From an optimization exercise on the open Yosys and OpenROAD flow, aimed at small area, a short achievable clock period and few clock cycles per item; shortcuts taken in it are not production practice.
RTL that was checked went through simulation tests only; none was proved equivalent to the original.

## the reference run
// quad_disc_root
module quad_disc_root #(
   parameter int W_IN   = quad_pkg::W_IN_DEF,
   parameter int W_DISC = 2*W_IN + 2,
   parameter int W_ROOT = W_IN + 1
) (
   input  logic                     CLK,
   input  logic                     RST,
   input  logic                     START,
   input  logic signed [W_IN-1:0]   A,
   input  logic signed [W_IN-1:0]   B,
   input  logic signed [W_IN-1:0]   C,
   output logic                     BUSY,
   output logic                     DONE,
   output logic signed [W_DISC-1:0] DISC,
   output logic        [W_ROOT-1:0] SQRT,
   output logic                     EXACT,
   output logic        [1:0]        ST
);
==> flow/config.mk <==
export PLATFORM = sky130hd
export DESIGN_NAME = quad_disc_root
export DESIGN_NICKNAME = quad_disc_root
export VERILOG_FILES = /design/flow/design.v
export SDC_FILE = /design/flow/constraint.sdc
export NUM_CORES = 4
export LEC_CHECK = 0
export CAP_MARGIN = 20
export CORE_MARGIN = 2
export CORE_UTILIZATION = 60
export CTS_CLUSTER_DIAMETER = 100
export CTS_CLUSTER_SIZE = 25
export SLEW_MARGIN = 20
==> flow/constraint.sdc <==
create_clock -name core_clock -period 13.5 [get_ports {CLK}]
set_input_delay 2.7000 -clock core_clock [delete_from_list [all_inputs] [get_ports {CLK}]]
set_output_delay 2.7000 -clock core_clock [all_outputs]
set_load 0.01 [all_outputs]
standard.sh (not shown) runs the stock make flow with config.mk's settings and CLKGATE_MAP_FILE= SYNTH_SCRIPT=/design/flow/synth_recipe.tcl, a recipe that flattens the netlist after the stock synthesis.
==> flow/flow/run.sh <==
#!/bin/bash
# Layout: the standard flow (standard.sh: ORFS synthesis through finish)
# with two changes: the buffers that ORFS puts on every input and output port
# are sky130_fd_sc_hd__buf_2 instead of the delay cell buffer_ports picks by
# default, and the timing repair after clock-tree synthesis and global routing
# aims for a setup slack margin, so it sizes the critical paths.
set -o pipefail
export BUFFER_PORTS_ARGS="-buffer_cell sky130_fd_sc_hd__buf_2"
export SETUP_SLACK_MARGIN=9.8
bash standard.sh > standard.log 2>&1
--- input diff the reference run..the trial run ---
diff --git a/flow/design.v b/flow/design.v
--- a/flow/design.v
+++ b/flow/design.v
@@ -1252,31 +1252,43 @@
       end else if (!v10_0[20]) begin
          r10_0 = {r9, 2'd1};
          m10_0 = v10_0[17:0];
       end else if (!u10_0[20]) begin
          r10_0 = {r9, 2'd2};
          m10_0 = u10_0[17:0];
       end else begin
          r10_0 = {r9, 2'd3};
          m10_0 = x10_0[17:0];
       end
    end
+   logic        v10;
+   logic [1:0]  c10;
+   logic [33:0] d10;
+   logic [16:0] r10;
+   logic [17:0] m10;
+   always_ff @(posedge CLK) begin
+      v10 <= v9 & ~RST;
+      c10 <= c9;
+      d10 <= d9;
+      r10 <= r10_0;
+      m10 <= m10_0;
+   end
    always_ff @(posedge CLK) begin
       if (RST) begin
          DONE  <= 1'b0;
          DISC  <= '0;
          SQRT  <= '0;
          EXACT <= 1'b0;
          ST    <= quad_pkg::ST_NONE;
       end else begin
-         DONE <= v9;
-         if (v9) begin
-            DISC  <= d9;
-            SQRT  <= (c9 == quad_pkg::ST_TWO) ? ~r10_0 : 17'd0;
-            EXACT <= (c9 == quad_pkg::ST_DOUBLE) ||
-                     (c9 == quad_pkg::ST_TWO && m10_0 == 18'd0);
-            ST    <= c9;
+         DONE <= v10;
+         if (v10) begin
+            DISC  <= d10;
+            SQRT  <= (c10 == quad_pkg::ST_TWO) ? ~r10 : 17'd0;
+            EXACT <= (c10 == quad_pkg::ST_DOUBLE) ||
+                     (c10 == quad_pkg::ST_TWO && m10 == 18'd0);
+            ST    <= c10;
          end
       end
    end
    assign BUSY = 1'b0;
 endmodule
Results
Global router's overall resource usage of the reference run is on par with the trial run. The reference run → the trial run: cell count shows an increase of about 4.4%, flip-flop and latch area +about 11%, required arrival time at the worst endpoint -3.24 ns. The reference run has higher number of distinct library cell variants in the gate-level netlist after synthesis than the trial run. Cmp the trial run vs the reference run: global-route wire length before repair higher in the trial run. Per the comparison of the trial run with the reference run, worst setup slack shows an increase of 0.049 ns, multi-input combinational gate total went up by 52. The reference run: PASS, flow complete, no timing, DRC or antenna violations. The trial run went all the way through the flow, and no timing, DRC or antenna check failed. | share of the core filled with cells in the final layout | lower: the trial run |. The number of diodes added for antenna fixing of the trial run exceeds that of the reference run by 1.
Testbench counts of the trial run, summed over its fixed seeds: cycles 2,496, items 2,400.
For the reference run, only the layout was checked, not whether the RTL still works.

-- re-timing with driven ports --
The flow's constraints put no driver on any port. The routed layouts listed below were extracted and timed again, unchanged, in two steps. Step 1: set_driving_cell puts a clkbuf_16 on CLK and a buf_2 on each other input, an assumption about the parent block. Step 2, shift: input delay + t, output delay - t, t = (earliest + latest rising clock arrival at the registers) / 2. This alone moves slack from input paths to output paths. a / b / c = no drivers / after step 1 / after step 2; a / b = the first two.
run	shift t [ns]	setup slack, ns	worst slew at a driven data input, ns
the reference run	0.674	9.691 / 9.637 / 9.058	0.03
the trial run	0.649	9.741 / 9.675 / 9.796	0.04
After both steps setup and hold are still met in every run listed. For the reference run, which loses most, drivers alone change the setup slack by -0.054 ns; drivers and shift together by -0.633 ns.
